This design comes from an exercise in tuning for small area on the open sky130 flow, not from production work. At most, simulation tests tie the RTL to the original design; equivalence was not proved. For run 4, only the layout was checked, not whether the RTL still works. The clock port is modelled as an ideal driver; clocking choices that lean on that would not hold on a real chip. Power figures rest on the tool's default switching activity, not on a simulated workload.

==> flow/design.v, too long to show whole: its modules and the start of the top module <==
// module bridge_settings: 63 lines
// module addr_decode: 24 lines
// module stick_deadzone: 68 lines
// module video_color_out: 494 lines
// module fa_cell: 11 lines
// module xnor_cell: 8 lines
// module ao22_cell: 7 lines
// module ha_cell: 10 lines
// module aoi222_cell: 7 lines
// module aoi22_cell: 7 lines
// module rom_f: 267 lines
// module rom_e: 9 lines
// module rom_d: 267 lines
// module snes_host_top: 54 lines
module snes_host_top
(
  input  logic           clk_74a,
  input  logic           pll_core_locked,
  input  logic [64:0]    bridge_in,
  input  logic [15:0]    cont1_key,
  input  logic [31:0]    cont1_joy,
  input  logic [27:0]    video_in,
  output logic [16:0]    cart_info,
  output logic [14:0]    core_settings,
  output logic           core_reset,
  output logic [31:0]    pad_state,
  output logic [26:0]    video_out
);
  // ...
==> flow/flow/run.sh <==
#!/bin/bash
# Layout: the standard ORFS flow (standard.sh), with three changes to
# how the layout is built:
#  - the port buffers are the smallest buffer cell (buf_1) instead of the
#    flow's default pick;
#  - the clock tree is built from clkbuf_4/clkbuf_8 with no dummy loads,
#    and after CTS the root and every clock buffer with few sinks are set
#    to clkbuf_4 (flow/clkresize.tcl);
#  - after floorplan every cell is set to the smallest drive strength of
#    its kind (flow/downsize.tcl); the later repair steps size up where
#    slew, capacitance or timing need it.
# make's full output goes to orfs_make.log here; each ORFS step keeps its
# own log under orfs/logs/.
set -euo pipefail
here=$(pwd)
export BUFFER_PORTS_ARGS="-buffer_cell sky130_fd_sc_hd__buf_1"
export CTS_ARGS="-sink_clustering_enable -repair_clock_nets -dont_use_dummy_load -buf_list {sky130_fd_sc_hd__clkbuf_4 sky130_fd_sc_hd__clkbuf_8} -root_buf sky130_fd_sc_hd__clkbuf_8"
export POST_FLOORPLAN_TCL="$here/flow/downsize.tcl"
export POST_CTS_TCL="$here/flow/clkresize.tcl"
bash standard.sh > orfs_make.log 2>&1
==> flow/flow/clkresize.tcl <==
# Clock tree area: CTS builds the tree from clkbuf_8; a clock buffer that
# drives only a few sinks (up to 10 flip-flops, or the root, whose loads
# are the leaf buffers) gets the smaller clkbuf_4 instead (same place, a
# smaller footprint, so placement stays legal).
set db [ord::get_db]
set block [ord::get_db_block]
set max_fanout 10
set swapped 0
foreach inst [$block getInsts] {
  if {[[$inst getMaster] getName] ne "sky130_fd_sc_hd__clkbuf_8"} { continue }
  set fanout -1
  foreach it [$inst getITerms] {
    if {[$it isOutputSignal]} {
      set net [$it getNet]
      if {$net ne "NULL" && $net ne ""} {
        set fanout [expr {[llength [$net getITerms]] - 1}]
      }
    }
  }
  set is_root [string match "clkbuf_0_*" [$inst getName]]
  if {$is_root || ($fanout >= 1 && $fanout <= $max_fanout)} {
    replace_cell [$inst getName] sky130_fd_sc_hd__clkbuf_4
    incr swapped
  }
}
puts "clkresize: $swapped clock buffers set to clkbuf_4"
==> flow/flow/downsize.tcl <==
# Area recovery after floorplan: give every cell the smallest-area drive
# strength of its own kind (same function and pins). The repair steps that
# follow (repair_design at placement, repair_timing at CTS and global
# route) size up again wherever slew, capacitance or timing need it.
set db [ord::get_db]
set block [ord::get_db_block]
set swapped 0
set saved 0.0
foreach inst [$block getInsts] {
  set master [$inst getMaster]
  set name [$master getName]
  if {![regexp {^(sky130_fd_sc_hd__[a-z0-9]+)_([0-9]+)$} $name -> base drive]} {
    continue
  }
  set cur_area [expr {[$master getWidth] * [$master getHeight]}]
  set best $name
  set best_area $cur_area
  foreach d {0 1 2 3 4 6 8 12 16} {
    set m [$db findMaster ${base}_$d]
    if {$m eq "NULL" || $m eq ""} { continue }
    set a [expr {[$m getWidth] * [$m getHeight]}]
    if {$a < $best_area} {
      set best ${base}_$d
      set best_area $a
    }
  }
  if {$best ne $name} {
    replace_cell [$inst getName] $best
    incr swapped
    set saved [expr {$saved + ($cur_area - $best_area) / 1e6}]
  }
}
puts "downsize: $swapped cells swapped to a smaller drive, [format %.1f $saved] um2 saved"
==> flow/standard.sh <==
#!/bin/bash
# synth_recipe.tcl (not shown) runs the flow's synth.tcl, then flattens the netlist and writes it again
# the make line also repeats each setting of config.mk as NAME=value (left out here)
make -C /OpenROAD-flow-scripts/flow DESIGN_CONFIG=/design/flow/config.mk WORK_HOME=/design/flow/orfs CLKGATE_MAP_FILE= SYNTH_SCRIPT=/design/flow/synth_recipe.tcl "${@:-finish}"
==> flow/config.mk <==
export PLATFORM = sky130hd
export DESIGN_NAME = snes_host_top
export DESIGN_NICKNAME = snes_host_top
export VERILOG_FILES = /design/flow/design.v
export SDC_FILE = /design/flow/constraint.sdc
export NUM_CORES = 4
export LEC_CHECK = 0
export CAP_MARGIN = 20
export CORE_MARGIN = 2
export CORE_UTILIZATION = 40
export SLEW_MARGIN = 20
export SYNTH_HIERARCHICAL = 1
==> flow/constraint.sdc <==
create_clock -name core_clock -period 13.5 [get_ports {clk_74a}]
set_input_delay 2.7000 -clock core_clock [delete_from_list [all_inputs] [get_ports {clk_74a}]]
set_output_delay 2.7000 -clock core_clock [all_outputs]
set_load 0.01 [all_outputs]
==> notes.md, run 1 <==
status no timing/DRC/antenna violations; initial antenna violation count 1; FP Rows about 50; Hold Path Origin u_bridge_settings.pulse_cnt[0]; total stage count of the critical path 28; Finished Cell Area around 8500 µm²; filler instances 1728; worst reg2reg startpoint u_bridge_settings.video_settings[1]; Largest register FFs 32; top flop regs u_stick_deadzone.pad_state (32), u_video_color_out.word_q (24), u_bridge_settings.cart_info (17); number of tapcells between 200 and 250; worst min path class flip-flop to flip-flop; Synth Area in Adders 23.0%; sequential area share after synthesis a little under two fifths; first drt pass iteration count 23; simple-gate share of the synthesized area 11.8%; WHS Endpoint u_bridge_settings.pulse_cnt[0]; GR Overflow Total 0; Final Instance Count excl. Fillers 1064; CORE AREA 18100 µm²; Worst Path Buf+Inv 3; detailed placement HPWL 14600 µm; Post-synth ARST share around 75%; Placed Area between 8000 and 9000 µm²; skew final 0.0225 ns
==> module video_color_out, before the edit <==
module video_color_out
(
  input  logic            clk_74a,
  input  logic            pll_core_locked,
  input  snes_host_pkg::video_in_t       video_in,
  input  snes_host_pkg::video_settings_t video_settings,
  output snes_host_pkg::video_out_t      video_out
);
  logic        tall_latched;
  logic        de_q;
  logic        hs_q;
  logic        vs_q;
  logic [23:0] word_q;
  logic [7:0]  k;
  logic [7:0]  cr, cg, cb;
  logic [7:0]  out_r, out_g, out_b;
  assign k  = video_settings.color_correction;
  assign cr = video_in.rgb[23:16];
  assign cg = video_in.rgb[15:8];
  assign cb = video_in.rgb[7:0];
  logic [4:0] e_r;
  logic [5:0] d_b;
  rom_e u_rom_e (.c(cr), .e(e_r));
  rom_d u_rom_d (.c(cb), .d(d_b));
  logic [5:0] e_r_s;
  logic e_r_t;
  logic [8:0] d_b_s;
  assign e_r_s[0] = e_r[0] & ~e_r[1];
  assign e_r_s[1] = ~e_r[0] & e_r[1];
  assign e_r_s[2] = e_r[0] & e_r[1];
  assign e_r_s[3] = e_r[2] & ~e_r[3];
  assign e_r_s[4] = ~e_r[2] & e_r[3];
  assign e_r_s[5] = e_r[2] & e_r[3];
  assign d_b_s[0] = d_b[0] & ~d_b[1];
  assign d_b_s[1] = ~d_b[0] & d_b[1];
  assign d_b_s[2] = d_b[0] & d_b[1];
  assign d_b_s[3] = d_b[2] & ~d_b[3];
  assign d_b_s[4] = ~d_b[2] & d_b[3];
  assign d_b_s[5] = d_b[2] & d_b[3];
  assign d_b_s[6] = d_b[4] & ~d_b[5];
  assign d_b_s[7] = ~d_b[4] & d_b[5];
  assign d_b_s[8] = d_b[4] & d_b[5];
  assign e_r_t = e_r[4];
  logic ar_m17;
  logic ar_m18;
  logic ar_m19;
  logic ar_m20;
  logic ar_m21;
  logic ar_m22;
  logic ar_m23;
  logic ar_m24;
  logic ar_m25;
  logic ar_m26;
  logic ar_s211;
  logic ar_s226;
  logic ar_s233;
  logic ar_s246;
  logic ar_s249;
  logic ar_s1;
  logic ar_c2;
  logic ar_s3;
  logic ar_c4;
  logic ar_s5;
  logic ar_c6;
  logic ar_s7;
  logic ar_c8;
  logic ar_s9;
  logic ar_c10;
  logic ar_s11;
  logic ar_c12;
  logic ar_s13;
  logic ar_c14;
  logic ar_s15;
  logic ar_c16;
  logic ar_c56;
  logic ar_s57;
  logic ar_c58;
  logic ar_s60;
  logic ar_c61;
  logic ar_s62;
  logic ar_c63;
  logic ar_s65;
  logic ar_c66;
  logic ar_s67;
  logic ar_c68;
  logic ar_c70;
  logic ar_s71;
  logic ar_c72;
  logic ar_s73;
  logic ar_c74;
  logic ar_s75;
  logic ar_c76;
  logic ar_s78;
  logic ar_c79;
  logic ar_s80;
  logic ar_c81;
  logic ar_s82;
  logic ar_c83;
  logic ar_c85;
  logic ar_s86;
  logic ar_c87;
  logic ar_s88;
  logic ar_c89;
  logic ar_s90;
  logic ar_c91;
  logic ar_c93;
  logic ar_s94;
  logic ar_c95;
  logic ar_s96;
  logic ar_c97;
  logic ar_s98;
  logic ar_c99;
  logic ar_c101;
  logic ar_s102;
  logic ar_c103;
  logic ar_s104;
  logic ar_c105;
  logic ar_s106;
  logic ar_c107;
  logic ar_s108;
  logic ar_c109;
  logic ar_s110;
  logic ar_c111;
  logic ar_s112;
  logic ar_c113;
  logic ar_s114;
  logic ar_c115;
  logic ar_s116;
  logic ar_c117;
  logic ar_s118;
  logic ar_c119;
  logic ar_s120;
  logic ar_c121;
  logic ar_s122;
  logic ar_c123;
  logic ar_s124;
  logic ar_c125;
  logic ar_s126;
  logic ar_c127;
  logic ar_s128;
  logic ar_c129;
  logic ar_s130;
  logic ar_c131;
  logic ar_s132;
  logic ar_c133;
  logic ar_s134;
  logic ar_c135;
  logic ar_s136;
  logic ar_c137;
  logic ar_s138;
  logic ar_c170;
  logic ar_c172;
  logic ar_s173;
  logic ar_c174;
  logic ar_c176;
  logic ar_s177;
  logic ar_c178;
  logic ar_c180;
  logic ar_s181;
  logic ar_c182;
  logic ar_s183;
  logic ar_c184;
  logic ar_c186;
  logic ar_s187;
  logic ar_c188;
  logic ar_s189;
  logic ar_c190;
  logic ar_c192;
  logic ar_s193;
  logic ar_c194;
  logic ar_s195;
  logic ar_c196;
  logic ar_c198;
  logic ar_s199;
  logic ar_c200;
  logic ar_s201;
  logic ar_c202;
  logic ar_c204;
  logic ar_s205;
  logic ar_c206;
  logic ar_s207;
  logic ar_c208;
  logic ar_s209;
  logic ar_c210;
  logic ar_s212;
  logic ar_c213;
  logic ar_s214;
  logic ar_c215;
  logic ar_s216;
  logic ar_c217;
  logic ar_s218;
  logic ar_c219;
  logic ar_s220;
  logic ar_c221;
  logic ar_s222;
  logic ar_c223;
  logic ar_s224;
  logic ar_c225;
  logic ar_s227;
  logic ar_c228;
  logic ar_s229;
  logic ar_c230;
  logic ar_s231;
  logic ar_c232;
  logic ar_s234;
  logic ar_c235;
  logic ar_s236;
  logic ar_c237;
  logic ar_s238;
  logic ar_c239;
  logic ar_s240;
  logic ar_c241;
  logic ar_s242;
  logic ar_c243;
  logic ar_s244;
  logic ar_c245;
  logic ar_s247;
  logic ar_c248;
  logic ar_s250;
  assign ar_m17 = k[0];
  assign ar_m18 = ar_s1;
  assign ar_m19 = ar_s3;
  assign ar_m20 = ar_s5;
  assign ar_m21 = ar_s7;
  assign ar_m22 = ar_s9;
  assign ar_m23 = ar_s11;
  assign ar_m24 = ar_s13;
  assign ar_m25 = ar_s15;
  assign ar_m26 = ar_c16;
  assign ar_s211 = ~ar_s209;
  assign ar_s226 = ~ar_s224;
  assign ar_s233 = ~ar_s231;
  assign ar_s246 = ~ar_s244;
  assign ar_s249 = ~ar_s247;
  ha_cell u_ar_s1 (.a(k[0]), .b(k[1]), .s(ar_s1), .co(ar_c2));
  fa_cell u_ar_s3 (.a(k[1]), .b(k[2]), .ci(ar_c2), .s(ar_s3), .co(ar_c4));
  fa_cell u_ar_s5 (.a(k[2]), .b(k[3]), .ci(ar_c4), .s(ar_s5), .co(ar_c6));
  fa_cell u_ar_s7 (.a(k[3]), .b(k[4]), .ci(ar_c6), .s(ar_s7), .co(ar_c8));
  fa_cell u_ar_s9 (.a(k[4]), .b(k[5]), .ci(ar_c8), .s(ar_s9), .co(ar_c10));
  fa_cell u_ar_s11 (.a(k[5]), .b(k[6]), .ci(ar_c10), .s(ar_s11), .co(ar_c12));
  fa_cell u_ar_s13 (.a(k[6]), .b(k[7]), .ci(ar_c12), .s(ar_s13), .co(ar_c14));
  ha_cell u_ar_s15 (.a(k[7]), .b(ar_c14), .s(ar_s15), .co(ar_c16));
  assign ar_c56 = (~cr[0]) & ar_pp27;
  fa_cell u_ar_s57 (.a((~cr[1])), .b(ar_pp28), .ci(ar_c56), .s(ar_s57), .co(ar_c58));
  fa_cell u_ar_s60 (.a((~cr[2])), .b(ar_pp29), .ci(ar_pp37), .s(ar_s60), .co(ar_c61));
  fa_cell u_ar_s62 (.a(ar_s60), .b(ar_c58), .ci(ar_s57), .s(ar_s62), .co(ar_c63));
  fa_cell u_ar_s65 (.a((~cr[3])), .b(ar_pp30), .ci(ar_pp38), .s(ar_s65), .co(ar_c66));
  fa_cell u_ar_s67 (.a(ar_c61), .b(ar_s65), .ci(ar_c63), .s(ar_s67), .co(ar_c68));
  assign ar_c70 = ar_s62 & ar_s67;
  fa_cell u_ar_s71 (.a((~cr[4])), .b(ar_pp47), .ci(ar_pp31), .s(ar_s71), .co(ar_c72));
  fa_cell u_ar_s73 (.a(ar_pp39), .b(ar_c66), .ci(ar_s71), .s(ar_s73), .co(ar_c74));
  fa_cell u_ar_s75 (.a(ar_s73), .b(ar_c68), .ci(ar_c70), .s(ar_s75), .co(ar_c76));
  fa_cell u_ar_s78 (.a((~cr[5])), .b(ar_pp48), .ci(ar_pp32), .s(ar_s78), .co(ar_c79));
  fa_cell u_ar_s80 (.a(ar_pp40), .b(ar_c72), .ci(ar_s78), .s(ar_s80), .co(ar_c81));
  fa_cell u_ar_s82 (.a(ar_c74), .b(ar_s80), .ci(ar_c76), .s(ar_s82), .co(ar_c83));
  assign ar_c85 = ar_s75 & ar_s82;
  fa_cell u_ar_s86 (.a((~cr[6])), .b(ar_pp49), .ci(ar_pp33), .s(ar_s86), .co(ar_c87));
  fa_cell u_ar_s88 (.a(ar_pp41), .b(ar_c79), .ci(ar_s86), .s(ar_s88), .co(ar_c89));
  fa_cell u_ar_s90 (.a(ar_c81), .b(ar_s88), .ci(ar_c83), .s(ar_s90), .co(ar_c91));
  assign ar_c93 = ar_c85 & ar_s90;
  fa_cell u_ar_s94 (.a((~cr[7])), .b(ar_pp50), .ci(ar_pp34), .s(ar_s94), .co(ar_c95));
  fa_cell u_ar_s96 (.a(ar_pp42), .b(ar_c87), .ci(ar_s94), .s(ar_s96), .co(ar_c97));
  fa_cell u_ar_s98 (.a(ar_c89), .b(ar_s96), .ci(ar_c91), .s(ar_s98), .co(ar_c99));
  assign ar_c101 = ar_c93 & ar_s98;
  fa_cell u_ar_s102 (.a(cr[0]), .b(ar_pp51), .ci(ar_pp35), .s(ar_s102), .co(ar_c103));
  fa_cell u_ar_s104 (.a(ar_pp43), .b(ar_c95), .ci(ar_s102), .s(ar_s104), .co(ar_c105));
  fa_cell u_ar_s106 (.a(ar_c97), .b(ar_s104), .ci(ar_c99), .s(ar_s106), .co(ar_c107));
  xnor_cell u_ar_s108 (.a(ar_c101), .b(ar_s106), .y(ar_s108));
  assign ar_c109 = ar_c101 | ar_s106;
  fa_cell u_ar_s110 (.a(cr[1]), .b(ar_pp52), .ci(ar_pp36), .s(ar_s110), .co(ar_c111));
  fa_cell u_ar_s112 (.a(ar_pp44), .b(ar_c103), .ci(ar_s110), .s(ar_s112), .co(ar_c113));
  fa_cell u_ar_s114 (.a(ar_c105), .b(ar_s112), .ci(ar_c107), .s(ar_s114), .co(ar_c115));
  xnor_cell u_ar_s116 (.a(ar_c109), .b(ar_s114), .y(ar_s116));
  assign ar_c117 = ar_c109 | ar_s114;
  fa_cell u_ar_s118 (.a(cr[2]), .b(ar_pp53), .ci(ar_pp45), .s(ar_s118), .co(ar_c119));
  fa_cell u_ar_s120 (.a(ar_c111), .b(ar_s118), .ci(ar_c113), .s(ar_s120), .co(ar_c121));
  fa_cell u_ar_s122 (.a(ar_s120), .b(ar_c115), .ci(ar_c117), .s(ar_s122), .co(ar_c123));
  fa_cell u_ar_s124 (.a(cr[3]), .b(ar_pp54), .ci(ar_pp46), .s(ar_s124), .co(ar_c125));
  fa_cell u_ar_s126 (.a(ar_c119), .b(ar_s124), .ci(ar_c121), .s(ar_s126), .co(ar_c127));
  xnor_cell u_ar_s128 (.a(ar_s126), .b(ar_c123), .y(ar_s128));
  assign ar_c129 = ar_s126 | ar_c123;
  fa_cell u_ar_s130 (.a(cr[4]), .b(ar_c125), .ci(ar_c127), .s(ar_s130), .co(ar_c131));
  xnor_cell u_ar_s132 (.a(ar_s130), .b(ar_c129), .y(ar_s132));
  assign ar_c133 = ar_s130 | ar_c129;
  fa_cell u_ar_s134 (.a(cr[5]), .b(ar_c131), .ci(ar_c133), .s(ar_s134), .co(ar_c135));
  xnor_cell u_ar_s136 (.a(cr[6]), .b(ar_c135), .y(ar_s136));
  assign ar_c137 = cr[6] | ar_c135;
  assign ar_s138 = ~(cr[7] ^ ar_c137);
  assign ar_c170 = cb[0] & ar_pp140;
  assign ar_c172 = (cb[1] & ar_pp141) | (ar_c170 & (cb[1] | ar_pp141));
  fa_cell u_ar_s173 (.a(cb[2]), .b(ar_pp142), .ci(ar_pp150), .s(ar_s173), .co(ar_c174));
  assign ar_c176 = ar_s173 | ar_c172;
  fa_cell u_ar_s177 (.a(cb[3]), .b(ar_pp143), .ci(ar_pp151), .s(ar_s177), .co(ar_c178));
  assign ar_c180 = (ar_c174 & ar_s177) | (ar_c176 & (ar_c174 | ar_s177));
  fa_cell u_ar_s181 (.a(cb[4]), .b(ar_pp144), .ci(ar_pp152), .s(ar_s181), .co(ar_c182));
  fa_cell u_ar_s183 (.a(ar_pp160), .b(ar_c178), .ci(ar_s181), .s(ar_s183), .co(ar_c184));
  assign ar_c186 = ar_s183 | ar_c180;
  fa_cell u_ar_s187 (.a(cb[5]), .b(ar_pp145), .ci(ar_pp153), .s(ar_s187), .co(ar_c188));
  fa_cell u_ar_s189 (.a(ar_pp161), .b(ar_c182), .ci(ar_s187), .s(ar_s189), .co(ar_c190));
  assign ar_c192 = (ar_c184 & ar_s189) | (ar_c186 & (ar_c184 | ar_s189));
  fa_cell u_ar_s193 (.a(cb[6]), .b(ar_pp146), .ci(ar_pp154), .s(ar_s193), .co(ar_c194));
  fa_cell u_ar_s195 (.a(ar_pp162), .b(ar_c188), .ci(ar_s193), .s(ar_s195), .co(ar_c196));
  assign ar_c198 = (ar_c190 & ar_s195) | (ar_c192 & (ar_c190 | ar_s195));
  fa_cell u_ar_s199 (.a(cb[7]), .b(ar_pp147), .ci(ar_pp155), .s(ar_s199), .co(ar_c200));
  fa_cell u_ar_s201 (.a(ar_pp163), .b(ar_c194), .ci(ar_s199), .s(ar_s201), .co(ar_c202));
  assign ar_c204 = (ar_c196 & ar_s201) | (ar_c198 & (ar_c196 | ar_s201));
  fa_cell u_ar_s205 (.a((~cb[0])), .b(ar_pp148), .ci(ar_pp156), .s(ar_s205), .co(ar_c206));
  fa_cell u_ar_s207 (.a(ar_pp164), .b(ar_c200), .ci(ar_s205), .s(ar_s207), .co(ar_c208));
  fa_cell u_ar_s209 (.a(ar_c202), .b(ar_s207), .ci(ar_c204), .s(ar_s209), .co(ar_c210));
  fa_cell u_ar_s212 (.a((~cb[1])), .b(ar_pp149), .ci(ar_pp157), .s(ar_s212), .co(ar_c213));
  fa_cell u_ar_s214 (.a(ar_pp165), .b(ar_c206), .ci(ar_s212), .s(ar_s214), .co(ar_c215));
  fa_cell u_ar_s216 (.a(ar_c208), .b(ar_s214), .ci(ar_c210), .s(ar_s216), .co(ar_c217));
  ha_cell u_ar_s218 (.a(ar_s209), .b(ar_s216), .s(ar_s218), .co(ar_c219));
  fa_cell u_ar_s220 (.a((~cb[2])), .b(ar_pp158), .ci(ar_pp166), .s(ar_s220), .co(ar_c221));
  fa_cell u_ar_s222 (.a(ar_c213), .b(ar_s220), .ci(ar_c215), .s(ar_s222), .co(ar_c223));
  fa_cell u_ar_s224 (.a(ar_s222), .b(ar_c217), .ci(ar_c219), .s(ar_s224), .co(ar_c225));
  fa_cell u_ar_s227 (.a((~cb[3])), .b(ar_pp159), .ci(ar_pp167), .s(ar_s227), .co(ar_c228));
  fa_cell u_ar_s229 (.a(ar_c221), .b(ar_s227), .ci(ar_c223), .s(ar_s229), .co(ar_c230));
  fa_cell u_ar_s231 (.a(ar_s229), .b(ar_c225), .ci(ar_s224), .s(ar_s231), .co(ar_c232));
  fa_cell u_ar_s234 (.a((~cb[4])), .b(ar_pp168), .ci(ar_c228), .s(ar_s234), .co(ar_c235));
  fa_cell u_ar_s236 (.a(ar_s234), .b(ar_c230), .ci(ar_c232), .s(ar_s236), .co(ar_c237));
  ha_cell u_ar_s238 (.a(ar_s231), .b(ar_s236), .s(ar_s238), .co(ar_c239));
  fa_cell u_ar_s240 (.a((~cb[5])), .b(ar_c235), .ci(ar_c237), .s(ar_s240), .co(ar_c241));
  ha_cell u_ar_s242 (.a(ar_c239), .b(ar_s240), .s(ar_s242), .co(ar_c243));
  fa_cell u_ar_s244 (.a((~cb[6])), .b(ar_c241), .ci(ar_c243), .s(ar_s244), .co(ar_c245));
  fa_cell u_ar_s247 (.a((~cb[7])), .b(ar_c245), .ci(ar_s244), .s(ar_s247), .co(ar_c248));
  assign ar_s250 = ar_c248 ^ ar_s247;
  logic ar_pp27;
  logic ar_pp28;
  logic ar_pp29;
  logic ar_pp30;
  logic ar_pp31;
  logic ar_pp32;
  logic ar_pp33;
  logic ar_pp34;
  logic ar_pp35;
  logic ar_pp36;
  logic ar_pp37;
  logic ar_pp38;
  logic ar_pp39;
  logic ar_pp40;
  logic ar_pp41;
  logic ar_pp42;
  logic ar_pp43;
  logic ar_pp44;
  logic ar_pp45;
  logic ar_pp46;
  logic ar_pp47;
  logic ar_pp48;
  logic ar_pp49;
  logic ar_pp50;
  logic ar_pp51;
  logic ar_pp52;
  logic ar_pp53;
  logic ar_pp54;
  logic ar_pp140;
  logic ar_pp141;
  logic ar_pp142;
  logic ar_pp143;
  logic ar_pp144;
  logic ar_pp145;
  logic ar_pp146;
  logic ar_pp147;
  logic ar_pp148;
  logic ar_pp149;
  logic ar_pp150;
  logic ar_pp151;
  logic ar_pp152;
  logic ar_pp153;
  logic ar_pp154;
  logic ar_pp155;
  logic ar_pp156;
  logic ar_pp157;
  logic ar_pp158;
  logic ar_pp159;
  logic ar_pp160;
  logic ar_pp161;
  logic ar_pp162;
  logic ar_pp163;
  logic ar_pp164;
  logic ar_pp165;
  logic ar_pp166;
  logic ar_pp167;
  logic ar_pp168;
  assign ar_pp27 = ~((e_r_s[0] & k[0]) | (e_r_s[2] & ar_m17));
  aoi222_cell u_ar_pp28 (.a1(e_r_s[0]), .a2(k[1]), .b1(e_r_s[1]), .b2(k[0]), .c1(e_r_s[2]), .c2(ar_m18), .y(ar_pp28));
  aoi222_cell u_ar_pp29 (.a1(e_r_s[0]), .a2(k[2]), .b1(e_r_s[1]), .b2(k[1]), .c1(e_r_s[2]), .c2(ar_m19), .y(ar_pp29));
  aoi222_cell u_ar_pp30 (.a1(e_r_s[0]), .a2(k[3]), .b1(e_r_s[1]), .b2(k[2]), .c1(e_r_s[2]), .c2(ar_m20), .y(ar_pp30));
  aoi222_cell u_ar_pp31 (.a1(e_r_s[0]), .a2(k[4]), .b1(e_r_s[1]), .b2(k[3]), .c1(e_r_s[2]), .c2(ar_m21), .y(ar_pp31));
  aoi222_cell u_ar_pp32 (.a1(e_r_s[0]), .a2(k[5]), .b1(e_r_s[1]), .b2(k[4]), .c1(e_r_s[2]), .c2(ar_m22), .y(ar_pp32));
  aoi222_cell u_ar_pp33 (.a1(e_r_s[0]), .a2(k[6]), .b1(e_r_s[1]), .b2(k[5]), .c1(e_r_s[2]), .c2(ar_m23), .y(ar_pp33));
  aoi222_cell u_ar_pp34 (.a1(e_r_s[0]), .a2(k[7]), .b1(e_r_s[1]), .b2(k[6]), .c1(e_r_s[2]), .c2(ar_m24), .y(ar_pp34));
  assign ar_pp35 = ~((e_r_s[1] & k[7]) | (e_r_s[2] & ar_m25));
  assign ar_pp36 = ~(e_r_s[2] & ar_m26);
  assign ar_pp37 = ~((e_r_s[3] & k[0]) | (e_r_s[5] & ar_m17));
  aoi222_cell u_ar_pp38 (.a1(e_r_s[3]), .a2(k[1]), .b1(e_r_s[4]), .b2(k[0]), .c1(e_r_s[5]), .c2(ar_m18), .y(ar_pp38));
  aoi222_cell u_ar_pp39 (.a1(e_r_s[3]), .a2(k[2]), .b1(e_r_s[4]), .b2(k[1]), .c1(e_r_s[5]), .c2(ar_m19), .y(ar_pp39));
  aoi222_cell u_ar_pp40 (.a1(e_r_s[3]), .a2(k[3]), .b1(e_r_s[4]), .b2(k[2]), .c1(e_r_s[5]), .c2(ar_m20), .y(ar_pp40));
  aoi222_cell u_ar_pp41 (.a1(e_r_s[3]), .a2(k[4]), .b1(e_r_s[4]), .b2(k[3]), .c1(e_r_s[5]), .c2(ar_m21), .y(ar_pp41));
  aoi222_cell u_ar_pp42 (.a1(e_r_s[3]), .a2(k[5]), .b1(e_r_s[4]), .b2(k[4]), .c1(e_r_s[5]), .c2(ar_m22), .y(ar_pp42));
  aoi222_cell u_ar_pp43 (.a1(e_r_s[3]), .a2(k[6]), .b1(e_r_s[4]), .b2(k[5]), .c1(e_r_s[5]), .c2(ar_m23), .y(ar_pp43));
  aoi222_cell u_ar_pp44 (.a1(e_r_s[3]), .a2(k[7]), .b1(e_r_s[4]), .b2(k[6]), .c1(e_r_s[5]), .c2(ar_m24), .y(ar_pp44));
  assign ar_pp45 = ~((e_r_s[4] & k[7]) | (e_r_s[5] & ar_m25));
  assign ar_pp46 = ~(e_r_s[5] & ar_m26);
  assign ar_pp47 = ~(e_r_t & k[0]);
  assign ar_pp48 = ~(e_r_t & k[1]);
  assign ar_pp49 = ~(e_r_t & k[2]);
  assign ar_pp50 = ~(e_r_t & k[3]);
  assign ar_pp51 = ~(e_r_t & k[4]);
  assign ar_pp52 = ~(e_r_t & k[5]);
  assign ar_pp53 = ~(e_r_t & k[6]);
  assign ar_pp54 = ~(e_r_t & k[7]);
  assign ar_pp140 = ~((d_b_s[0] & k[0]) | (d_b_s[2] & ar_m17));
  aoi222_cell u_ar_pp141 (.a1(d_b_s[0]), .a2(k[1]), .b1(d_b_s[1]), .b2(k[0]), .c1(d_b_s[2]), .c2(ar_m18), .y(ar_pp141));
  aoi222_cell u_ar_pp142 (.a1(d_b_s[0]), .a2(k[2]), .b1(d_b_s[1]), .b2(k[1]), .c1(d_b_s[2]), .c2(ar_m19), .y(ar_pp142));
  aoi222_cell u_ar_pp143 (.a1(d_b_s[0]), .a2(k[3]), .b1(d_b_s[1]), .b2(k[2]), .c1(d_b_s[2]), .c2(ar_m20), .y(ar_pp143));
  aoi222_cell u_ar_pp144 (.a1(d_b_s[0]), .a2(k[4]), .b1(d_b_s[1]), .b2(k[3]), .c1(d_b_s[2]), .c2(ar_m21), .y(ar_pp144));
  aoi222_cell u_ar_pp145 (.a1(d_b_s[0]), .a2(k[5]), .b1(d_b_s[1]), .b2(k[4]), .c1(d_b_s[2]), .c2(ar_m22), .y(ar_pp145));
  aoi222_cell u_ar_pp146 (.a1(d_b_s[0]), .a2(k[6]), .b1(d_b_s[1]), .b2(k[5]), .c1(d_b_s[2]), .c2(ar_m23), .y(ar_pp146));
  aoi222_cell u_ar_pp147 (.a1(d_b_s[0]), .a2(k[7]), .b1(d_b_s[1]), .b2(k[6]), .c1(d_b_s[2]), .c2(ar_m24), .y(ar_pp147));
  assign ar_pp148 = ~((d_b_s[1] & k[7]) | (d_b_s[2] & ar_m25));
  assign ar_pp149 = ~(d_b_s[2] & ar_m26);
  assign ar_pp150 = ~((d_b_s[3] & k[0]) | (d_b_s[5] & ar_m17));
  aoi222_cell u_ar_pp151 (.a1(d_b_s[3]), .a2(k[1]), .b1(d_b_s[4]), .b2(k[0]), .c1(d_b_s[5]), .c2(ar_m18), .y(ar_pp151));
  aoi222_cell u_ar_pp152 (.a1(d_b_s[3]), .a2(k[2]), .b1(d_b_s[4]), .b2(k[1]), .c1(d_b_s[5]), .c2(ar_m19), .y(ar_pp152));
  aoi222_cell u_ar_pp153 (.a1(d_b_s[3]), .a2(k[3]), .b1(d_b_s[4]), .b2(k[2]), .c1(d_b_s[5]), .c2(ar_m20), .y(ar_pp153));
  aoi222_cell u_ar_pp154 (.a1(d_b_s[3]), .a2(k[4]), .b1(d_b_s[4]), .b2(k[3]), .c1(d_b_s[5]), .c2(ar_m21), .y(ar_pp154));
  aoi222_cell u_ar_pp155 (.a1(d_b_s[3]), .a2(k[5]), .b1(d_b_s[4]), .b2(k[4]), .c1(d_b_s[5]), .c2(ar_m22), .y(ar_pp155));
  aoi222_cell u_ar_pp156 (.a1(d_b_s[3]), .a2(k[6]), .b1(d_b_s[4]), .b2(k[5]), .c1(d_b_s[5]), .c2(ar_m23), .y(ar_pp156));
  aoi222_cell u_ar_pp157 (.a1(d_b_s[3]), .a2(k[7]), .b1(d_b_s[4]), .b2(k[6]), .c1(d_b_s[5]), .c2(ar_m24), .y(ar_pp157));
  assign ar_pp158 = ~((d_b_s[4] & k[7]) | (d_b_s[5] & ar_m25));
  assign ar_pp159 = ~(d_b_s[5] & ar_m26);
  assign ar_pp160 = ~(d_b_s[6] & k[0]);
  assign ar_pp161 = ~((d_b_s[6] & k[1]) | (d_b_s[7] & k[0]));
  assign ar_pp162 = ~((d_b_s[6] & k[2]) | (d_b_s[7] & k[1]));
  assign ar_pp163 = ~((d_b_s[6] & k[3]) | (d_b_s[7] & k[2]));
  assign ar_pp164 = ~((d_b_s[6] & k[4]) | (d_b_s[7] & k[3]));
  assign ar_pp165 = ~((d_b_s[6] & k[5]) | (d_b_s[7] & k[4]));
  assign ar_pp166 = ~((d_b_s[6] & k[6]) | (d_b_s[7] & k[5]));
  assign ar_pp167 = ~((d_b_s[6] & k[7]) | (d_b_s[7] & k[6]));
  assign ar_pp168 = ~(d_b_s[7] & k[7]);
  assign out_r = {ar_s138, ar_s136, ar_s134, ar_s132, ar_s128, ar_s122, ar_s116, ar_s108};
  assign out_b = {~(ar_s249 & ar_s250), ~(ar_s246 & ar_s250), ~(ar_s242 & ar_s250), ~(ar_s238 & ar_s250), ~(ar_s233 & ar_s250), ~(ar_s226 & ar_s250), ~(ar_s218 & ar_s250), ~(ar_s211 & ar_s250)};
  logic [8:0] g_gt;
  logic [7:0] g_nm;
  logic [7:0] g_z;
  assign g_nm    = ~(k & {8{cg[7]}});
  assign g_gt[0] = 1'b0;
  for (genvar i = 0; i < 8; i++) begin : g_cmp
    assign g_gt[i + 1] = (cg[i] & g_nm[i]) | (g_gt[i] & (cg[i] | g_nm[i]));
  end
  assign g_z[0] = g_gt[8];
  for (genvar i = 1; i < 8; i++) begin : g_dec
    assign g_z[i] = g_z[i - 1] & ~cg[i - 1];
  end
  assign out_g = cg ^ g_z;
  always_ff @(posedge clk_74a or negedge pll_core_locked) begin
    if (!pll_core_locked) begin
      tall_latched <= 1'b0;
      de_q         <= 1'b0;
      hs_q         <= 1'b0;
      vs_q         <= 1'b0;
    end else begin
      de_q <= video_in.de;
      hs_q <= video_in.hs;
      vs_q <= video_in.vs;
      if (video_in.vs && !vs_q) begin
        tall_latched <= video_in.tall_frame;
      end
    end
  end
  logic        word_hold;
  logic        word_ctrl;
  logic [23:0] ctrl_word;
  assign word_hold = ~video_in.de & ~de_q;
  assign word_ctrl = ~video_in.de & de_q;
  assign ctrl_word = {9'd0, ~tall_latched, video_settings.square_pixels, 13'd0};
  logic [23:0] word_d;
  logic [23:0] pix_word;
  assign pix_word = {out_r, out_g, out_b};
  for (genvar i = 0; i < 24; i++) begin : g_word
    if (i == 13 || i == 14) begin : g_ctrl
      assign word_d[i] = (video_in.de & pix_word[i]) | (word_ctrl & ctrl_word[i]) |
                         (word_hold & word_q[i]);
    end else begin : g_pix
      ao22_cell u_word_ao (.a1(video_in.de), .a2(pix_word[i]), .b1(word_hold), .b2(word_q[i]),
                           .y(word_d[i]));
    end
  end
  always_ff @(posedge clk_74a) begin
    word_q <= word_d;
  end
  assign video_out = {vs_q, hs_q, de_q, word_q};
endmodule
==> run 2, diff against run 1 <==
--- a/flow/design.v
+++ b/flow/design.v
@@ -711,20 +711,10 @@
   assign word_hold = ~video_in.de & ~de_q;
   assign word_ctrl = ~video_in.de & de_q;
   assign ctrl_word = {9'd0, ~tall_latched, video_settings.square_pixels, 13'd0};
-  logic [23:0] word_d;
-  logic [23:0] pix_word;
-  assign pix_word = {out_r, out_g, out_b};
-  for (genvar i = 0; i < 24; i++) begin : g_word
-    if (i == 13 || i == 14) begin : g_ctrl
-      assign word_d[i] = (video_in.de & pix_word[i]) | (word_ctrl & ctrl_word[i]) |
-                         (word_hold & word_q[i]);
-    end else begin : g_pix
-      ao22_cell u_word_ao (.a1(video_in.de), .a2(pix_word[i]), .b1(word_hold), .b2(word_q[i]),
-                           .y(word_d[i]));
-    end
-  end
   always_ff @(posedge clk_74a) begin
-    word_q <= word_d;
+    word_q <= ({24{video_in.de}} & {out_r, out_g, out_b}) |
+              ({24{word_ctrl}} & ctrl_word) |
+              ({24{word_hold}} & word_q);
   end
   assign video_out = {vs_q, hs_q, de_q, word_q};
 endmodule
==> notes.md, run 2 <==
drt total wl 19000 µm (was 19300 µm); Critical Path RT 13.86 ns (was 13.89 ns); cell taking the most area after synthesis dfrtp_1 (unchanged); Die Width 140 µm (about the same); GPL Wtd Cong 0.814 (was 0.852); Crit Path Max Fanout 12 (unchanged); count leader, synth dfrtp_1 (unchanged); overall power 703 µW (was 730 µW); fin worst setup slack 2.19 ns (was 2.23 ns); skew final 0.0167 ns (was 0.0225 ns); Final Instance Count excl. Fillers 1087 (was 1064); Net Sw Power 221 µW (was 231 µW); Skew-Pair Late Insertion Delay 0.50 ns (was 0.52 ns); Crit. Startpoint video_in[18] (unchanged); Multi-input gate area 4390 µm² (was 4370 µm²); Power Density 83.2 nW/µm² (was 86.3 nW/µm²); status no timing/DRC/antenna violations (unchanged); Biggest register u_stick_deadzone.pad_state (unchanged); DRT antenna net count 0 (unchanged); Worst Setup End Kind flip-flop (unchanged); Hold Slack 0.455 ns (was 0.459 ns); Yosys warnings 11 (unchanged); Largest register FFs 32 (unchanged); worst min path class flip-flop to flip-flop (unchanged); post-DR wirelength/cell 17.5 µm (was 18.2 µm); worst reg-to-reg path cell count 25 (was 26); Critical-path top delay cell fa_1 (unchanged); storage element area 2740 µm² (unchanged); Worst Path Arrival 11.67 ns (was 11.66 ns); FP Rows 49 (unchanged); Post-synth top cells dfrtp_1 (84), nand2_1 (77), fa_1 (71) (was dfrtp_1 (84), fa_1 (71), nand2_1 (57)); Syn Nets 894 (was 865); Comb pwr share 23.0% (was 24.1%); commonest cells after routing, fill and taps aside buf_1 (193), dfrtp_1 (84), nand2_1 (81) (was buf_1 (193), dfrtp_1 (84), fa_1 (71)); Sum Neg Setup Slack 0 ns (unchanged); WS Path Type input pin to flip-flop (unchanged); wire length of the first global-routing pass 31300 µm (was 31500 µm); worst reg2reg startpoint u_bridge_settings.video_settings[1] (unchanged); die height 140 µm (about the same); RSZ-0062 raised after global routing no (unchanged); Finished Cell Area 8450 µm² (about the same); Setup Viol. Count Final 0 (unchanged); routed via count 5864 (was 5820); layout cells sized above 1 9.92% (was 10.2%); Reg power frac 52.8% (was 51.0%); Leak 3.40 nW (was 3.42 nW); filler instances 1812 (was 1728); top flop regs u_stick_deadzone.pad_state (32), u_video_color_out.word_q (24), u_bridge_settings.cart_info (17) (unchanged); unique cell type count in the Yosys netlist 69 (was 70); worst hold path depth 1 (unchanged); detailed placement HPWL 14400 µm (was 14600 µm); Max Cap Viol 0 (unchanged); Startpoint Class input pin (unchanged); Post-synth top flop dfrtp_1 (unchanged); Avg Inst Size Synth 11.3 µm² (was 11.7 µm²); EDFF count, synth 0 (unchanged); crit path time final 11.31 ns (was 11.27 ns); # nets final 1091 (was 1069); Worst path max stage delay 0.51 ns (about the same); clock share of power 24.2% (was 24.9%); Post-synth ARST share 74.8% (unchanged); initial antenna violation count 1 (unchanged); vias in the first global route 6180 (was 6027); first drt pass iteration count 8 (was 23); pin count of the biggest net entering global routing 87 (was 53); peak supply drop 0.0000695 V (was 0.0000704 V); synthesized area 7450 µm² (was 7410 µm²); CTS tree yes (unchanged); Starting DRT DRC Count 627 (was 411); Placed Area 8310 µm² (about the same); CTS sink cnt 115 (unchanged); most common cell after layout, fill and taps aside buf_1 (unchanged); Pins Over Slew Limit 0 (unchanged); Max Freq 88.4 MHz (was 88.8 MHz); actual slew at the worst max-slew pin 0.774 ns (was 0.807 ns); Critical Path Most Common Cell fa_1 (unchanged); Final Hold Vio Count 0 (unchanged); Top Ports 235 (unchanged); Reg clk slew, reported paths 0.08 ns (about the same); GR Overflow Total 0 (unchanged); Syn Inst Count 662 (was 633); pre-CTS setup slack 1.64 ns (was 1.74 ns); final design utilization 46.6% (was 46.7%); top cells by area, synth dfrtp_1 (28%), fa_1 (19%), mux2_2 (8.2%), dfxtp_1 (7.8%), a222oi_1 (4.0%) (was dfrtp_1 (28%), fa_1 (19%), dfxtp_1 (7.8%), mux2_2 (7.6%), a222oi_1 (3.9%)); relative slew slack 48.4% (was 45.7%); crit share post-route 83.8% (was 83.5%); post-DR vias/cell 5.39 (was 5.47); placed insts 1069 (was 1047); IO buf count 194 (unchanged); post-synth top area share 28.2% (was 28.4%); CORE AREA 18100 µm² (about the same); Remaining DRCs 0 (unchanged); die area 19700 µm² (was 19600 µm²); P_int 482 µW (was 498 µW); Sw Share 31.5% (was 31.7%); Yosys reg bits 115 (unchanged); Layout area overhead 13.5% (was 14.0%); GRT Util Overall 19.9% (was 20.4%); sequential area share after synthesis 36.7% (was 36.9%); Hold Path Origin u_bridge_settings.pulse_cnt[0] (unchanged); Starting Density 41.0% (about the same)
[run 2: cell types whose count changed after synthesis, moves of 3 or more]
cell     delta
nand2_1    +20
mux2_2      +4
a21oi_1    +16
nor2_1      +5
inv_1       -3
o21ai_0    +11
or2_2       -4
a22o_1     -23
[run 2: worst max-delay path: cells and delay by family]
kind            cells  cell delay (ns)
xor+xnor            1             0.17
compound gates      4             1.00
simple gates        6             1.68
fa+ha+maj          14             5.73
buf+inv             3             0.37
[run 2: path summary, 6_finish.rpt]
check                                            endpoint  slack, ns
max in group asynchronous  u_video_color_out.tall_latched      10.60
setup / recovery             u_video_color_out.word_q[23]       2.19
setup reg to reg              u_video_color_out.word_q[3]       3.51
hold reg to reg            u_bridge_settings.pulse_cnt[0]       0.46
hold / removal             u_bridge_settings.pulse_cnt[0]       0.46
min in group asynchronous  u_stick_deadzone.pad_state[24]       2.37
[run 2: logic make-up after synthesis]
logic type | count (synthesis) | synth area share, %
mux | 54 | 8.16
simple gates | 183 | 12.5
xor+xnor | 28 | 3.29
fa+ha+maj | 94 | 22.8
buf+inv | 57 | 3.39
compound gates | 131 | 13.1
flops | 115 | 36.7
[run 2: modules after synthesis (local to each module, per instance), a selection]
module,area (µm²),cells
video_color_out,1690,226
stick_deadzone,1170,92
addr_decode,194,26
rom_d,178,26
rom_e,120,14
aoi222_cell,10.0,1
[run 2: final cells by class]
class | instances | share of cell area (%)
diodes | 1 | 0.0296
multi-input cells | 490 | 51.9
clock buffers | 17 | 1.58
repair buffers | 198 | 9.06
flip-flops and latches | 115 | 32.4
well taps | 229 | 3.39
inverters | 37 | 1.64
[run 2: per-layer routing]
layer	track usage [%]	part of all wire, %
met1	26.4	43
met2	31.7	47
met3	6.43	8.6
met4	5.21	0.72
met5	0	0
[run 2: power by group through the flow]
stage                     logic (mW)  registers [mW]  clock network, mW
after global placement         0.161           0.379                  0
after detailed placement       0.162           0.378                  0
after global routing           0.185           0.373              0.192
after floorplan               0.0932           0.386                  0
final                          0.162           0.371              0.170
==> run 3, diff against run 2 <==
--- a/flow/design.v
+++ b/flow/design.v
@@ -368,7 +368,6 @@
   logic ar_s120;
   logic ar_c121;
   logic ar_s122;
-  logic ar_c123;
   logic ar_s124;
   logic ar_c125;
   logic ar_s126;
@@ -498,27 +497,27 @@
   fa_cell u_ar_s96 (.a(ar_pp42), .b(ar_c87), .ci(ar_s94), .s(ar_s96), .co(ar_c97));
   fa_cell u_ar_s98 (.a(ar_c89), .b(ar_s96), .ci(ar_c91), .s(ar_s98), .co(ar_c99));
   assign ar_c101 = ar_c93 & ar_s98;
-  fa_cell u_ar_s102 (.a(cr[0]), .b(ar_pp51), .ci(ar_pp35), .s(ar_s102), .co(ar_c103));
-  fa_cell u_ar_s104 (.a(ar_pp43), .b(ar_c95), .ci(ar_s102), .s(ar_s104), .co(ar_c105));
-  fa_cell u_ar_s106 (.a(ar_c97), .b(ar_s104), .ci(ar_c99), .s(ar_s106), .co(ar_c107));
-  xnor_cell u_ar_s108 (.a(ar_c101), .b(ar_s106), .y(ar_s108));
-  assign ar_c109 = ar_c101 | ar_s106;
-  fa_cell u_ar_s110 (.a(cr[1]), .b(ar_pp52), .ci(ar_pp36), .s(ar_s110), .co(ar_c111));
-  fa_cell u_ar_s112 (.a(ar_pp44), .b(ar_c103), .ci(ar_s110), .s(ar_s112), .co(ar_c113));
-  fa_cell u_ar_s114 (.a(ar_c105), .b(ar_s112), .ci(ar_c107), .s(ar_s114), .co(ar_c115));
-  xnor_cell u_ar_s116 (.a(ar_c109), .b(ar_s114), .y(ar_s116));
-  assign ar_c117 = ar_c109 | ar_s114;
-  fa_cell u_ar_s118 (.a(cr[2]), .b(ar_pp53), .ci(ar_pp45), .s(ar_s118), .co(ar_c119));
-  fa_cell u_ar_s120 (.a(ar_c111), .b(ar_s118), .ci(ar_c113), .s(ar_s120), .co(ar_c121));
-  fa_cell u_ar_s122 (.a(ar_s120), .b(ar_c115), .ci(ar_c117), .s(ar_s122), .co(ar_c123));
-  fa_cell u_ar_s124 (.a(cr[3]), .b(ar_pp54), .ci(ar_pp46), .s(ar_s124), .co(ar_c125));
-  fa_cell u_ar_s126 (.a(ar_c119), .b(ar_s124), .ci(ar_c121), .s(ar_s126), .co(ar_c127));
-  xnor_cell u_ar_s128 (.a(ar_s126), .b(ar_c123), .y(ar_s128));
-  assign ar_c129 = ar_s126 | ar_c123;
-  fa_cell u_ar_s130 (.a(cr[4]), .b(ar_c125), .ci(ar_c127), .s(ar_s130), .co(ar_c131));
-  xnor_cell u_ar_s132 (.a(ar_s130), .b(ar_c129), .y(ar_s132));
-  assign ar_c133 = ar_s130 | ar_c129;
-  fa_cell u_ar_s134 (.a(cr[5]), .b(ar_c131), .ci(ar_c133), .s(ar_s134), .co(ar_c135));
+  fa_cell u_ar_s102 (.a(ar_pp51), .b(ar_pp35), .ci(ar_pp43), .s(ar_s102), .co(ar_c103));
+  fa_cell u_ar_s104 (.a(ar_c95), .b(ar_s102), .ci(ar_c97), .s(ar_s104), .co(ar_c105));
+  fa_cell u_ar_s106 (.a(ar_s104), .b(ar_c99), .ci(ar_c101), .s(ar_s106), .co(ar_c107));
+  fa_cell u_ar_s108 (.a(ar_pp52), .b(ar_pp36), .ci(ar_pp44), .s(ar_s108), .co(ar_c109));
+  fa_cell u_ar_s110 (.a(ar_c103), .b(ar_s108), .ci(ar_c105), .s(ar_s110), .co(ar_c111));
+  xnor_cell u_ar_s112 (.a(ar_s110), .b(ar_c107), .y(ar_s112));
+  assign ar_c113 = ar_s110 | ar_c107;
+  fa_cell u_ar_s114 (.a(ar_pp53), .b(ar_pp45), .ci(ar_c109), .s(ar_s114), .co(ar_c115));
+  fa_cell u_ar_s116 (.a(ar_s114), .b(ar_c111), .ci(ar_c113), .s(ar_s116), .co(ar_c117));
+  fa_cell u_ar_s118 (.a(ar_pp54), .b(ar_pp46), .ci(ar_c115), .s(ar_s118), .co(ar_c119));
+  xnor_cell u_ar_s120 (.a(ar_s118), .b(ar_c117), .y(ar_s120));
+  assign ar_c121 = ar_s118 | ar_c117;
+  assign ar_s122 = ~(ar_c119 ^ ar_c121);
+  xnor_cell u_ar_s124 (.a(cr[0]), .b(ar_s106), .y(ar_s124));
+  assign ar_c125 = cr[0] | ar_s106;
+  fa_cell u_ar_s126 (.a(cr[1]), .b(ar_s112), .ci(ar_c125), .s(ar_s126), .co(ar_c127));
+  fa_cell u_ar_s128 (.a(cr[2]), .b(ar_s116), .ci(ar_c127), .s(ar_s128), .co(ar_c129));
+  fa_cell u_ar_s130 (.a(cr[3]), .b(ar_s120), .ci(ar_c129), .s(ar_s130), .co(ar_c131));
+  fa_cell u_ar_s132 (.a(cr[4]), .b(ar_s122), .ci(ar_c131), .s(ar_s132), .co(ar_c133));
+  xnor_cell u_ar_s134 (.a(cr[5]), .b(ar_c133), .y(ar_s134));
+  assign ar_c135 = cr[5] | ar_c133;
   xnor_cell u_ar_s136 (.a(cr[6]), .b(ar_c135), .y(ar_s136));
   assign ar_c137 = cr[6] | ar_c135;
   assign ar_s138 = ~(cr[7] ^ ar_c137);
@@ -675,7 +674,7 @@
   assign ar_pp166 = ~((d_b_s[6] & k[6]) | (d_b_s[7] & k[5]));
   assign ar_pp167 = ~((d_b_s[6] & k[7]) | (d_b_s[7] & k[6]));
   assign ar_pp168 = ~(d_b_s[7] & k[7]);
-  assign out_r = {ar_s138, ar_s136, ar_s134, ar_s132, ar_s128, ar_s122, ar_s116, ar_s108};
+  assign out_r = {ar_s138, ar_s136, ar_s134, ar_s132, ar_s130, ar_s128, ar_s126, ar_s124};
   assign out_b = {~(ar_s249 & ar_s250), ~(ar_s246 & ar_s250), ~(ar_s242 & ar_s250), ~(ar_s238 & ar_s250), ~(ar_s233 & ar_s250), ~(ar_s226 & ar_s250), ~(ar_s218 & ar_s250), ~(ar_s211 & ar_s250)};
   logic [8:0] g_gt;
   logic [7:0] g_nm;
==> notes.md, run 3 <==
Worst Path Arrival 12.07 ns (was 11.67 ns); Syn Nets 893 (was 894); RSZ-0062 raised after global routing no (unchanged); post-DR vias/cell 5.41 (was 5.39); wire length of the first global-routing pass 30800 µm (was 31300 µm); Post-synth top flop dfrtp_1 (unchanged); crit share post-route 86.8% (was 83.8%); DRT met1 WL 7920 µm (was 8230 µm); Critical Path RT 13.86 ns (about the same); WHS Endpoint u_bridge_settings.pulse_cnt[0] (unchanged); filler instances 1738 (was 1812); crit path time final 11.72 ns (was 11.31 ns); CTS tree yes (unchanged); Biggest register u_stick_deadzone.pad_state (unchanged); Comb pwr share 22.6% (was 23.0%); Max Cap Viol 0 (unchanged); Reg2Reg Capture Point u_video_color_out.word_q[0] (was u_video_color_out.word_q[3]); Worst path max stage delay 0.52 ns (was 0.51 ns); GR Overflow Total 0 (unchanged); initial antenna violation count 1 (unchanged); FP Rows 49 (unchanged); clock share of power 24.7% (was 24.2%); layout cells sized above 1 10.0% (was 9.92%); relative slew slack 47.9% (was 48.4%); Post-synth top cells dfrtp_1 (84), nand2_1 (77), fa_1 (70) (was dfrtp_1 (84), nand2_1 (77), fa_1 (71)); peak supply drop 0.0000518 V (was 0.0000695 V); Leak 3.37 nW (was 3.40 nW); count leader, synth dfrtp_1 (unchanged); GRT Util Overall 19.8% (was 19.9%); actual slew at the worst max-slew pin 0.775 ns (was 0.774 ns); status no timing/DRC/antenna violations (unchanged); Sum Neg Setup Slack 0 ns (unchanged); R2R setup slack 3.41 ns (was 3.51 ns); Reg clk slew, reported paths 0.08 ns (about the same); worst reg2reg startpoint u_bridge_settings.video_settings[0] (was u_bridge_settings.video_settings[1]); Max Used Layer met4 (unchanged); worst hold path depth 1 (unchanged); Syn Inst Count 662 (unchanged); Skew-Pair Late Insertion Delay 0.52 ns (was 0.50 ns); CTS sink cnt 115 (unchanged); Avg Inst Size Synth 11.2 µm² (was 11.3 µm²); Starting DRT DRC Count 761 (was 627); pin count of the biggest net entering global routing 63 (was 87); detailed placement HPWL 14500 µm (was 14400 µm); IO buf count 194 (unchanged); Post-synth ARST share 74.8% (unchanged); die height 140 µm (about the same); first drt pass iteration count 11 (was 8); DRT antenna net count 0 (unchanged); Remaining DRCs 0 (unchanged); Crit Path Max Fanout 10 (was 12); top cells by area, synth dfrtp_1 (28%), fa_1 (19%), mux2_2 (8.2%), dfxtp_1 (7.8%), a222oi_1 (4.0%) (unchanged); Pins Over Slew Limit 0 (unchanged); Hold Slack 0.447 ns (was 0.455 ns); Yosys warnings 11 (unchanged); Worst Path Buf+Inv 3 (unchanged); CORE AREA 18100 µm² (about the same); Top Ports 235 (unchanged); Reg power frac 52.7% (was 52.8%); WL met3 1680 µm (was 1640 µm); Worst Setup End Kind flip-flop (unchanged); Starting Density 41.1% (was 41.0%); Setup Viol. Count Final 0 (unchanged); skew final 0.0288 ns (was 0.0167 ns); vias in the first global route 6071 (was 6180); unique cell type count in the Yosys netlist 69 (unchanged); cell taking the most area after synthesis dfrtp_1 (unchanged); # nets final 1089 (was 1091); Sw Share 31.8% (was 31.5%); WS Path Type input pin to flip-flop (unchanged); Net Sw Power 224 µW (was 221 µW); Layout area overhead 13.4% (was 13.5%); post-DR wirelength/cell 17.5 µm (about the same); drt total wl 19000 µm (about the same); die area 19700 µm² (about the same); Critical-path top delay cell fa_1 (unchanged); Die Width 140 µm (about the same); top flop regs u_stick_deadzone.pad_state (32), u_video_color_out.word_q (24), u_bridge_settings.cart_info (17) (unchanged); worst reg-to-reg path cell count 25 (unchanged); synthesized area 7430 µm² (was 7450 µm²); Hold Path Origin u_bridge_settings.pulse_cnt[0] (unchanged); commonest cells after routing, fill and taps aside buf_1 (193), dfrtp_1 (84), nand2_1 (81) (unchanged); post-synth top area share 28.3% (was 28.2%); EDFF count, synth 0 (unchanged); most common cell after layout, fill and taps aside buf_1 (unchanged); Largest register FFs 32 (unchanged); P_int 480 µW (was 482 µW); Met2 Wirelength 9150 µm (was 8980 µm); Critical Path Most Common Cell fa_1 (unchanged); Yosys reg bits 115 (unchanged); overall power 704 µW (was 703 µW); sequential area share after synthesis 36.8% (was 36.7%); delay-heaviest family, CP adder cells (unchanged); GPL Wtd Cong 0.826 (was 0.814); Power Density 83.5 nW/µm² (was 83.2 nW/µm²); Startpoint Class input pin (unchanged); routed via count 5877 (was 5864); worst min path class flip-flop to flip-flop (unchanged); Final Hold Vio Count 0 (unchanged); Max Freq 85.4 MHz (was 88.4 MHz)
## run 3: power groups by stage
stage | registers, mW | clock network (mW) | logic [mW]
6_report | 0.371 | 0.174 | 0.159
5_1_grt | 0.373 | 0.199 | 0.181
3_5_place_dp | 0.378 | 0 | 0.159
3_3_place_gp | 0.378 | 0 | 0.157
2_1_floorplan | 0.386 | 0 | 0.0912
## run 3: worst reg2reg max path, delay by kind of cell, from the launching register on
| family | cells | cell delay (ns) |
|---|---|---|
| fa+ha+maj | 21 | 8.40 |
| flops | 1 | 0.61 |
| compound gates | 2 | 0.52 |
| simple gates | 1 | 0.36 |
| buf+inv | 1 | 0.04 |
## run 3: per-module statistics from Yosys (local to each module, per instance), a selection
module | cell area (µm²) | times used | cells
rom_e | 120 | 1 | 14
rom_d | 178 | 1 | 26
aoi222_cell | 10.0 | 28 | 1
fa_cell | 20.0 | 69 | 1
addr_decode | 194 | 1 | 26
ha_cell | 12.5 | 5 | 1
rom_f | 246 | 1 | 37
xnor_cell | 8.76 | 5 | 1
video_color_out | 1690 | 1 | 227
bridge_settings | 2060 | 1 | 133
stick_deadzone | 1170 | 1 | 92
## run 3: layout make-up
cell class	count	area, µm²	area share (%)
Clock buffer	17	134	1.59
Multi-Input combinational cell	490	4380	51.9
Timing Repair Buffer	197	754	8.95
Inverter	37	139	1.65
Antenna cell	1	2.50	0.0297
Sequential cell	115	2740	32.4
Tap cell	229	287	3.40
## run 3: cells by family after synthesis
kind of cell    count (synthesis)  share of synthesized area, %
compound gates                131                          13.1
mux                            54                          8.18
buf+inv                        57                          3.40
flops                         115                          36.8
simple gates                  183                          12.5
xor+xnor                       29                          3.42
fa+ha+maj                      93                          22.6
## run 3: metrics by stage
step	std cells	instance area [µm²]	util, %	setup WS, ns
global route	1086	8430	46.6	1.39
global placement	1068	8290	45.8	1.36
detailed placement	1068	8290	45.9	1.23
finish	1086	8430	46.6	1.78
floorplan	662	7430	-	2.01
## run 3: worst max path at each step
stage | start | slack [ns] | depth (start not counted) | end
after floorplan | video_in[18] | 2.01 | 30 | u_video_color_out.word_q[23]
after global placement | video_in[20] | 1.36 | 30 | u_video_color_out.word_q[23]
after detailed placement | video_in[18] | 1.23 | 30 | u_video_color_out.word_q[23]
after global routing | video_in[19] | 1.39 | 29 | u_video_color_out.word_q[23]
final | video_in[20] | 1.78 | 30 | u_video_color_out.word_q[23]
## run 3: metal layers
layer	track usage [%]	vias to the layer above
met1	25.0	2860
met3	6.70	21
li1	-	2751
met5	0	-
met2	32.6	245
met4	5.74	0
==> run 4, diff against run 3 <==
--- a/flow/design.v
+++ b/flow/design.v
@@ -710,10 +710,20 @@
   assign word_hold = ~video_in.de & ~de_q;
   assign word_ctrl = ~video_in.de & de_q;
   assign ctrl_word = {9'd0, ~tall_latched, video_settings.square_pixels, 13'd0};
+  logic [23:0] word_d;
+  logic [23:0] pix_word;
+  assign pix_word = {out_r, out_g, out_b};
+  for (genvar i = 0; i < 24; i++) begin : g_word
+    if (i == 13 || i == 14) begin : g_ctrl
+      assign word_d[i] = (video_in.de & pix_word[i]) | (word_ctrl & ctrl_word[i]) |
+                         (word_hold & word_q[i]);
+    end else begin : g_pix
+      ao22_cell u_word_ao (.a1(video_in.de), .a2(pix_word[i]), .b1(word_hold), .b2(word_q[i]),
+                           .y(word_d[i]));
+    end
+  end
   always_ff @(posedge clk_74a) begin
-    word_q <= ({24{video_in.de}} & {out_r, out_g, out_b}) |
-              ({24{word_ctrl}} & ctrl_word) |
-              ({24{word_hold}} & word_q);
+    word_q <= word_d;
   end
   assign video_out = {vs_q, hs_q, de_q, word_q};
 endmodule
==> notes.md, run 4 <==
DRT antenna net count 0 (unchanged); RSZ-0062 raised after global routing no (unchanged); final design utilization 46.6% (about the same); CTS tree yes (unchanged); Critical Path Most Common Cell fa_1 (unchanged); Startpoint Class input pin (unchanged); CTS sink cnt 115 (unchanged); post-synth top area share 28.4% (was 28.3%); synthesized area 7400 µm² (was 7430 µm²); Yosys reg bits 115 (unchanged); detailed placement HPWL 13900 µm (was 14500 µm); count leader, synth dfrtp_1 (unchanged); top flop regs u_stick_deadzone.pad_state (32), u_video_color_out.word_q (24), u_bridge_settings.cart_info (17) (unchanged); WS Path Type input pin to flip-flop (unchanged); Top Ports 235 (unchanged); Biggest register u_stick_deadzone.pad_state (unchanged); Critical-path top delay cell fa_1 (unchanged); Avg Inst Size Synth 11.7 µm² (was 11.2 µm²); IO buf count 194 (unchanged); GR Overflow Total 0 (unchanged); delay-heaviest family, CP adder cells (unchanged); Pins Over Slew Limit 0 (unchanged); drt total wl 18200 µm (was 19000 µm); Worst Setup End Kind flip-flop (unchanged); layout cells sized above 1 10.3% (was 10.0%); Post-synth ARST share 74.8% (unchanged); initial antenna violation count 0 (was 1); commonest cells after routing, fill and taps aside buf_1 (193), dfrtp_1 (84), fa_1 (70) (was buf_1 (193), dfrtp_1 (84), nand2_1 (81)); post-DR wirelength/cell 17.2 µm (was 17.5 µm); Setup Viol. Count Final 0 (unchanged); die height 140 µm (about the same); Largest register FFs 32 (unchanged); EDFF count, synth 0 (unchanged); GPL Wtd Cong 0.835 (was 0.826); wire length of the first global-routing pass 29800 µm (was 30800 µm); peak supply drop 0.0000722 V (was 0.0000518 V); relative slew slack 44.5% (was 47.9%); status no timing/DRC/antenna violations (unchanged); Syn Inst Count 633 (was 662); Crit Path Max Fanout 12 (was 10); Worst Path Arrival 12.07 ns (about the same); worst min path class flip-flop to flip-flop (unchanged); routed via count 5772 (was 5877); unique cell type count in the Yosys netlist 70 (was 69); top cells by area, synth dfrtp_1 (28%), fa_1 (19%), dfxtp_1 (7.8%), mux2_2 (7.6%), a222oi_1 (3.9%) (was dfrtp_1 (28%), fa_1 (19%), mux2_2 (8.2%), dfxtp_1 (7.8%), a222oi_1 (4.0%)); pin count of the biggest net entering global routing 87 (was 63); most common cell after layout, fill and taps aside buf_1 (unchanged); Power Density 83.9 nW/µm² (was 83.5 nW/µm²); GRT Util Overall 19.2% (was 19.8%); Worst Path Buf+Inv 3 (unchanged); Skew-Pair Late Insertion Delay 0.53 ns (was 0.52 ns); Max Freq 85.7 MHz (was 85.4 MHz); actual slew at the worst max-slew pin 0.833 ns (was 0.775 ns); # nets final 1067 (was 1089); Reg clk slew, reported paths 0.08 ns (about the same); cell taking the most area after synthesis dfrtp_1 (unchanged); Syn Nets 864 (was 893); Starting DRT DRC Count 418 (was 761); Starting Density 40.9% (was 41.1%); Critical Path RT 13.90 ns (was 13.86 ns); Sum Neg Setup Slack 0 ns (unchanged); Remaining DRCs 0 (unchanged); crit path time final 11.67 ns (was 11.72 ns); Die Width 140 µm (about the same); Ant. Diodes 0 (was 1); Leak 3.39 nW (was 3.37 nW); Layout area overhead 13.8% (was 13.4%); post-DR vias/cell 5.43 (was 5.41); Worst path max stage delay 0.52 ns (about the same); Yosys warnings 11 (unchanged); sequential area share after synthesis 37.0% (was 36.8%); Max Cap Viol 0 (unchanged); vias in the first global route 5865 (was 6071); Post-synth top cells dfrtp_1 (84), fa_1 (70), nand2_1 (57) (was dfrtp_1 (84), nand2_1 (77), fa_1 (70)); die area 19600 µm² (was 19700 µm²); Final Hold Vio Count 0 (unchanged); first drt pass iteration count 23 (was 11); FP Rows 49 (unchanged); Post-synth top flop dfrtp_1 (unchanged); skew final 0.0319 ns (was 0.0288 ns); CORE AREA 18100 µm² (unchanged); crit share post-route 86.4% (was 86.8%)
run 4: cell count changes after synthesis, moves of 3 or more:
cell | previous run | this run
nor2_1 | 30 | 25
inv_1 | 36 | 39
nand2_1 | 77 | 57
or2_2 | 6 | 10
a22o_1 | 2 | 25
a21oi_1 | 24 | 8
o21ai_0 | 26 | 15
mux2_2 | 54 | 50
run 4: worst reg2reg max path, cell delays in order (launching register included):
cell      delay [ns]
dfrtp_1         0.60
ha_1            0.32
fa_1            0.37
fa_1            0.39
fa_1            0.39
fa_1            0.39
fa_1            0.52
a222oi_1        0.38
fa_1            0.50
fa_1            0.48
a221oi_1        0.28
a22oi_1         0.12
maj3_1          0.38
fa_1            0.39
fa_1            0.45
ha_1            0.20
fa_1            0.47
fa_1            0.40
fa_1            0.39
fa_1            0.44
ha_1            0.20
fa_1            0.47
fa_1            0.49
inv_1           0.04
ha_1            0.34
or2_2           0.31
a22o_1          0.21
run 4: layout make-up:
type / count / area, µm²
Clock buffer: 17 / 128
Fill cell: 1736 / 9660
Multi-Input combinational cell: 465 / 4360
Tap cell: 229 / 287
Timing Repair Buffer: 198 / 766
Sequential cell: 115 / 2740
Inverter: 39 / 146
run 4: cells by family after synthesis:
family                     after synthesis  synth area share (%)
AOI/OAI and AO/OA                      128                  14.3
xor gates and xnor gates                29                  3.43
adders and majority gates               93                  22.7
buffers and inverters                   53                  3.08
DFF                                    115                  37.0
muxes                                   51                  7.74
and+or+nand+nor                        164                  11.8
run 4: per-layer routing:
layer  wire [µm]  GRT usage (%)  share of wire, %  vias up
met3        1440           5.74               7.9       13
met5           0              0                 0        -
li1            -              -                 -     2703
met2        8980           32.2                49      214
met4         190           4.68               1.0        0
met1        7640           24.5                42     2842
run 4: power breakdown:
group	switching (mW)	leakage, nW	internal (mW)
logic	0.103	1.95	0.0670
clock network	0.107	0.0782	0.0573
registers	0.00908	1.36	0.363
run 4: final timing paths:
check	start	to	slack (ns)	cells after the start
worst max-delay path	video_in[18]	u_video_color_out.word_q[23]	1.83	30
worst min-delay path	u_bridge_settings.pulse_cnt[0]	u_bridge_settings.pulse_cnt[0]	0.45	1
worst max register to register	u_bridge_settings.video_settings[1]	u_video_color_out.word_q[2]	3.52	26
worst min register to register	u_bridge_settings.pulse_cnt[0]	u_bridge_settings.pulse_cnt[0]	0.45	1
max in group asynchronous	pll_core_locked	u_bridge_settings.video_settings[8]	10.60	2
min in group asynchronous	pll_core_locked	u_stick_deadzone.pad_state[8]	2.35	2
run 4: Yosys stat by module (local to each module, per instance), excerpt:
module,cells,times used,flip-flops and latches
addr_decode,26,1,0
bridge_settings,133,1,55
aoi222_cell,1,28,0
ao22_cell,1,22,0
fa_cell,1,69,0
xnor_cell,1,5,0
rom_e,14,1,0
stick_deadzone,92,1,32
video_color_out,176,1,28
rom_f,37,1,0
ha_cell,1,5,0
rom_d,26,1,0
run 4: metrics by stage:
| step | hold WS [ns] | setup WS, ns | instances | instance area [µm²] | total power, mW |
|---|---|---|---|---|---|
| floorplan | 0.418 | 1.95 | 633 | 7400 | 0.488 |
| global placement | 0.436 | 1.30 | 1046 | 8290 | 0.549 |
| detailed placement | 0.442 | 1.27 | 1046 | 8290 | 0.550 |
| global route | 0.472 | 1.42 | 1063 | 8420 | 0.752 |
| finish | 0.449 | 1.83 | 1063 | 8420 | 0.707 |

==> separate check: timing with driven ports <==
Ports are ideal in the flow. The routed layouts listed here were re-timed in OpenROAD. Step 1 assumes that a clkbuf_16 drives the clock port and a buf_2 every other input. Step 2 adds t to the input delays and takes it off the output delays; t is the mean of the earliest and latest rising clock arrival at the registers after step 1. Input paths then give back, and output paths get back, about the clock's delay inside the block. Three values: ideal, step 1, step 2; two values: the first two.
run	t, ns	setup slack, ns	slew at the worst register clock pin (ns)	pins driven straight from the clock port
run 1	0.542	2.233 / 2.244 / 1.703	0.09 / 0.09	1
run 2	0.530	2.193 / 2.198 / 1.669	0.10 / 0.10	1
run 3	0.542	1.784 / 1.802 / 1.259	0.10 / 0.10	1
run 4	0.536	1.833 / 1.845 / 1.309	0.11 / 0.11	1
After both steps every run listed still meets setup and hold. The setup slack of run 1, which loses most, moves by +0.011 ns with the drivers and by -0.530 ns with both steps.
